This design comes from an exercise in tuning for small area, a short achievable clock period and few clock cycles per item on the open sky130 flow, not from production work.
RTL that was checked went through simulation tests only; none was proved equivalent to the original.

==> flow/design.v (excerpt) <==
module hsl_to_rgb_converter_unit
(
  input  logic             clk_i,
  input  logic             rst_ni,
  input  logic             in_valid_i,
  output logic             in_ready_o,
  input  logic [hsl2rgb_pkg::HueW-1:0]  hue_degrees_i,
  input  logic [hsl2rgb_pkg::PctW-1:0]  saturation_pct_i,
  input  logic [hsl2rgb_pkg::PctW-1:0]  lightness_pct_i,
  output logic             out_valid_o,
  input  logic             out_ready_i,
  output logic [hsl2rgb_pkg::ChanW-1:0] red_o,
  output logic [hsl2rgb_pkg::ChanW-1:0] green_o,
  output logic [hsl2rgb_pkg::ChanW-1:0] blue_o
);
  localparam bit CutA = 1'b1;
  localparam bit CutB = 1'b1;
  localparam bit CutC = 1'b1;
  localparam bit CutD = 1'b1;
  localparam bit [3:0] Cut = {CutD, CutC, CutB, CutA};
  logic [4:0] vin;    
  logic [4:0] en;     
  assign vin[0] = in_valid_i;
  assign en[4]  = out_ready_i;
  logic [3:0] v;      
  for (genvar i = 0; i < 4; i++) begin : g_valid
    if (Cut[i]) begin : g_reg
      logic v_q;
      always_ff @(posedge clk_i or negedge rst_ni) begin
        if (!rst_ni) begin
          v_q <= 1'b0;
        end else if (en[i]) begin
          v_q <= vin[i];
        end
      end
      assign vin[i+1] = v_q;
      assign v[i]     = v_q;
    end else begin : g_wire
      assign vin[i+1] = vin[i];
      assign v[i]     = 1'b0;
    end
    assign en[i] = out_ready_i || !(&(v[3:i] | ~Cut[3:i]));
  end
  assign in_ready_o  = en[0];
  assign out_valid_o = vin[4];
  logic [2:0] sec;     
  logic [5:0] w;       
  logic [6:0] s, l, m;
  logic [4:0] a;       
  logic       neg;     
  logic [6:0] g;
  logic [3:0] k, gm;
  assign g = hue_degrees_i[8:2];
  always_comb begin
    k = 4'd0;
    for (int i = 1; i <= 8; i++) begin
      if (g >= 7'(15 * i)) k = 4'(i);
    end
  end
  assign gm  = 4'(g - 7'(k * 4'd15));
  assign w   = {gm, hue_degrees_i[1:0]};
  assign sec = (k >= 4'd6) ? 3'(k - 4'd6) : 3'(k);
  assign a   = 5'((w >= 6'd30) ? w - 6'd30 : 6'd30 - w);
  assign neg = (w < 6'd30) ^ sec[0];
  assign s = (saturation_pct_i > hsl2rgb_pkg::PctMax) ? hsl2rgb_pkg::PctMax : saturation_pct_i;
  assign l = (lightness_pct_i  > hsl2rgb_pkg::PctMax) ? hsl2rgb_pkg::PctMax : lightness_pct_i;
  ...
clock: 9.5 ns
lec_check: 0
abc_clock_period_in_ps: 4500
cap_margin: 20
core_margin: 2
core_utilization: 40
place_density: 0.45
setup_slack_margin: 4.3
slew_margin: 20
run.sh (not shown) runs the stock make flow with config.mk's settings and CLKGATE_MAP_FILE= SYNTH_SCRIPT=/design/flow/synth_recipe.tcl, a recipe that flattens the netlist after the stock synthesis.
Testbench counts at the start, summed over its fixed seeds: cycles 12,032, items 12,000.
Rerun with:
PLACE_DENSITY = not set   (was 0.45)
=> Utilization came out lower by 0.54 points; die area does not change; sequential share of layout area came out higher by 0.23 points; design area came out lower slightly; routed wire length came out lower by roughly a tenth; global-route usage came out lower by 1.9 points.
Rerun with:
SETUP_SLACK_MARGIN = 4.6   (was 4.3)
SYNTH_HIERARCHICAL = 1   (was not set)
SYNTH_MINIMUM_KEEP_SIZE = 2000   (was not set)
Outcome:
- The changed run completed without violations
- setup slack is better by 0.24 ns
- final area increases by 5.5%
- critical path depth increases by 12
- non-clock buffer count increases by 48
- sequential share of layout area decreases by 1.1 points
- global-route usage increases by 1.6 points
- die area increases by about 2%
- routed wire length increases by about 12%
- first-iteration DRC count decreases by about 14%

========
The RTL this note starts from:
==> flow/design.v <==
package hsl2rgb_pkg;
  localparam int unsigned HueW  = 9;
  localparam int unsigned PctW  = 7;
  localparam int unsigned ChanW = 8;
  localparam logic [PctW-1:0] PctMax  = 7'd100;
  localparam logic [PctW-1:0] PctHalf = 7'd50;
endpackage
module hsl2rgb_chan
(
  input  logic [18:0] r_i,
  output logic [7:0]  lvl_o
);
  logic [26:0] x, acc;
  assign x   = 27'(r_i);
  assign acc = (x >> 14) + (x >> 10) + (x >> 8) + (x >> 5) - (x >> 3) - (x >> 1)
             - (x << 4) + (x << 7) + 27'd5;
  assign lvl_o = acc[24:17];
endmodule
module hsl2rgb_plat
(
  input  logic [13:0] q_i,
  input  logic [18:0] v_i,        
  output logic [7:0]  lq_o,
  output logic [7:0]  lp_o
);
  logic [22:0] x, acc;
  logic [18:0] diff;
  assign x   = 23'(q_i);
  assign acc = (x << 9) - (x << 7) + (x << 5) + (x << 1) - (x >> 2) + (x >> 4)
             - (x >> 6) - (x >> 8) - (x >> 11);
  assign lq_o = acc[21:14];
  assign diff = v_i - 19'(acc[21:4]);
  assign lp_o = diff[17:10];
endmodule
module hsl2rgb_frac
(
  input  logic [6:0] l_i,
  output logic [18:0] v_o        
);
  logic [3:0] tens, ones;
  logic [8:0] whole;             
  logic [9:0] thr;
  always_comb begin
    tens = 4'd0;
    for (int i = 1; i <= 10; i++) begin
      if (l_i >= 7'(10 * i)) tens = 4'(i);
    end
  end
  assign ones    = 4'(l_i - 7'(tens * 4'd10));
  assign whole   = 9'(l_i) * 9'd5 + 9'(tens);
  always_comb begin
    case (ones)
      4'd0:    thr = 10'd8;
      4'd1:    thr = 10'd103;
      4'd2:    thr = 10'd206;
      4'd3:    thr = 10'd308;
      4'd4:    thr = 10'd410;
      4'd5:    thr = 10'd513;
      4'd6:    thr = 10'd615;
      4'd7:    thr = 10'd718;
      4'd8:    thr = 10'd820;
      default: thr = 10'd922;
    endcase
  end
  assign v_o = {whole, 10'd0} + 19'(thr) - 19'd1;
endmodule
module hsl_to_rgb_converter_unit
(
  input  logic             clk_i,
  input  logic             rst_ni,
  input  logic             in_valid_i,
  output logic             in_ready_o,
  input  logic [hsl2rgb_pkg::HueW-1:0]  hue_degrees_i,
  input  logic [hsl2rgb_pkg::PctW-1:0]  saturation_pct_i,
  input  logic [hsl2rgb_pkg::PctW-1:0]  lightness_pct_i,
  output logic             out_valid_o,
  input  logic             out_ready_i,
  output logic [hsl2rgb_pkg::ChanW-1:0] red_o,
  output logic [hsl2rgb_pkg::ChanW-1:0] green_o,
  output logic [hsl2rgb_pkg::ChanW-1:0] blue_o
);
  logic v1_q, v2_q, v3_q;
  logic en1, en2, en3;
  assign en3 = !v3_q || out_ready_i;
  assign en2 = !v2_q || en3;
  assign en1 = !v1_q || en2;
  assign in_ready_o  = en1;
  assign out_valid_o = v3_q;
  always_ff @(posedge clk_i or negedge rst_ni) begin
    if (!rst_ni) begin
      v1_q <= 1'b0;
      v2_q <= 1'b0;
      v3_q <= 1'b0;
    end else begin
      if (en1) v1_q <= in_valid_i;
      if (en2) v2_q <= v1_q;
      if (en3) v3_q <= v2_q;
    end
  end
  logic [2:0]  sec;     
  logic [5:0]  w;       
  logic [6:0]  s, l, m;
  logic [4:0]  a;       
  logic        neg;     
  logic [12:0] c;
  always_comb begin
    logic [8:0] h;
    h = hue_degrees_i;
    if      (h >= 9'd480) begin sec = 3'd2; w = 6'(h - 9'd480); end
    else if (h >= 9'd420) begin sec = 3'd1; w = 6'(h - 9'd420); end
    else if (h >= 9'd360) begin sec = 3'd0; w = 6'(h - 9'd360); end
    else if (h >= 9'd300) begin sec = 3'd5; w = 6'(h - 9'd300); end
    else if (h >= 9'd240) begin sec = 3'd4; w = 6'(h - 9'd240); end
    else if (h >= 9'd180) begin sec = 3'd3; w = 6'(h - 9'd180); end
    else if (h >= 9'd120) begin sec = 3'd2; w = 6'(h - 9'd120); end
    else if (h >= 9'd60)  begin sec = 3'd1; w = 6'(h - 9'd60);  end
    else                  begin sec = 3'd0; w = 6'(h);          end
  end
  assign a   = 5'((w >= 6'd30) ? w - 6'd30 : 6'd30 - w);
  assign neg = (w < 6'd30) ^ sec[0];
  assign s = (saturation_pct_i > hsl2rgb_pkg::PctMax) ? hsl2rgb_pkg::PctMax : saturation_pct_i;
  assign l = (lightness_pct_i  > hsl2rgb_pkg::PctMax) ? hsl2rgb_pkg::PctMax : lightness_pct_i;
  assign m = (l < hsl2rgb_pkg::PctHalf) ? l : hsl2rgb_pkg::PctMax - l;
  assign c = 13'(m[5:0] * s);
  logic [12:0] c1_q;
  logic [6:0]  l1_q;
  logic [4:0]  a1_q;
  logic        neg1_q;
  logic [2:0]  sec1_q;
  always_ff @(posedge clk_i) begin
    if (en1) begin
      c1_q   <= c;
      l1_q   <= l;
      a1_q   <= a;
      neg1_q <= neg;
      sec1_q <= sec;
    end
  end
  logic [18:0] cx, r;
  logic [13:0] q;
  assign cx = 19'(c1_q) ^ {19{neg1_q}};
  assign r  = (19'(l1_q) << 12) - (19'(l1_q) << 10) - (19'(l1_q) << 6) - (19'(l1_q) << 3)
            + 19'(cx * a1_q) + (neg1_q ? 19'(a1_q) : 19'd0);
  assign q  = 14'(l1_q * 7'd100) + 14'(c1_q);
  logic [18:0] v;
  hsl2rgb_frac u_frac (.l_i(l1_q), .v_o(v));
  logic [18:0] r2_q;
  logic [13:0] q2_q;
  logic [18:0] lv2_q;
  logic [2:0]  sec2_q;
  always_ff @(posedge clk_i) begin
    if (en2) begin
      r2_q   <= r;
      q2_q   <= q;
      lv2_q  <= v;
      sec2_q <= sec1_q;
    end
  end
  logic [7:0] lq, lp, lr;
  hsl2rgb_chan u_ramp (.r_i(r2_q), .lvl_o(lr));
  hsl2rgb_plat u_plat (.q_i(q2_q), .v_i(lv2_q), .lq_o(lq), .lp_o(lp));
  logic [7:0] lq3_q, lp3_q, lr3_q;
  logic [2:0] sec3_q;
  always_ff @(posedge clk_i) begin
    if (en3) begin
      lq3_q  <= lq;
      lp3_q  <= lp;
      lr3_q  <= lr;
      sec3_q <= sec2_q;
    end
  end
  always_comb begin
    case (sec3_q)
      3'd0:    begin red_o = lq3_q; green_o = lr3_q; blue_o = lp3_q; end
      3'd1:    begin red_o = lr3_q; green_o = lq3_q; blue_o = lp3_q; end
      3'd2:    begin red_o = lp3_q; green_o = lq3_q; blue_o = lr3_q; end
      3'd3:    begin red_o = lp3_q; green_o = lr3_q; blue_o = lq3_q; end
      3'd4:    begin red_o = lr3_q; green_o = lp3_q; blue_o = lq3_q; end
      default: begin red_o = lq3_q; green_o = lp3_q; blue_o = lr3_q; end
    endcase
  end
endmodule
make LEC_CHECK=0 CAP_MARGIN=20 CORE_MARGIN=2 CORE_UTILIZATION=40 SLEW_MARGIN=20 finish   # period 9.5 ns
Edit:
Settings changed: ABC_CLOCK_PERIOD_IN_PS set to 5500, SETUP_SLACK_MARGIN set to 3.5.
Outcome:
- utilization climbs by 3.4 points
- global-route usage climbs by 0.83 points
- non-clock buffer count climbs by 113
- worst hold slack stays flat
- critical path depth climbs by 2
- via count climbs by 4.9%
- setup slack improved by 1.1 ns
- wire length climbs by 6.5%
Function was not checked in any run of this note: the RTL went through the layout flow alone.

## separate check: timing with driven ports
The results above use ideal ports. As a check the final layouts listed here were re-extracted and re-timed, cells and wires unchanged.
Step 1: set_driving_cell puts a clkbuf_16 on clk_i and a buf_2 on each other input, an assumption about the parent block.
Step 2 moves the port delays by t, midway between the first and last clock arrival at a register: inputs arrive t later, outputs are due t later. That takes back most of the time a late clock gives input paths.
a / b / c = ideal ports / drivers / drivers and shift; a / b = the first two.
run | shift t [ns] | setup slack, ns | worst hold slack (ns) | worst register clock-pin slew, ns
the first run of note 1 | 0.526 | 4.278 / 4.278 / 4.130 | 0.418 / 0.418 / 0.418 | 0.07 / 0.07
the second run of note 1 | 0.520 | 4.359 / 4.338 / 4.230 | 0.418 / 0.418 / 0.418 | 0.06 / 0.06
the third run of note 1 | 0.495 | 4.597 / 4.597 / 4.209 | 0.427 / 0.427 / 0.427 | 0.07 / 0.07
the first run of note 2 | 0.485 | 1.763 / 1.763 / 1.763 | 0.422 / 0.422 / 0.422 | 0.06 / 0.06
the second run of note 2 | 0.482 | 2.819 / 2.819 / 2.819 | 0.422 / 0.422 / 0.422 | 0.06 / 0.06
After both steps every run listed still meets setup and hold. For the third run of note 1, which loses most, drivers alone change the setup slack by 0.000 ns; drivers and shift together by -0.388 ns.
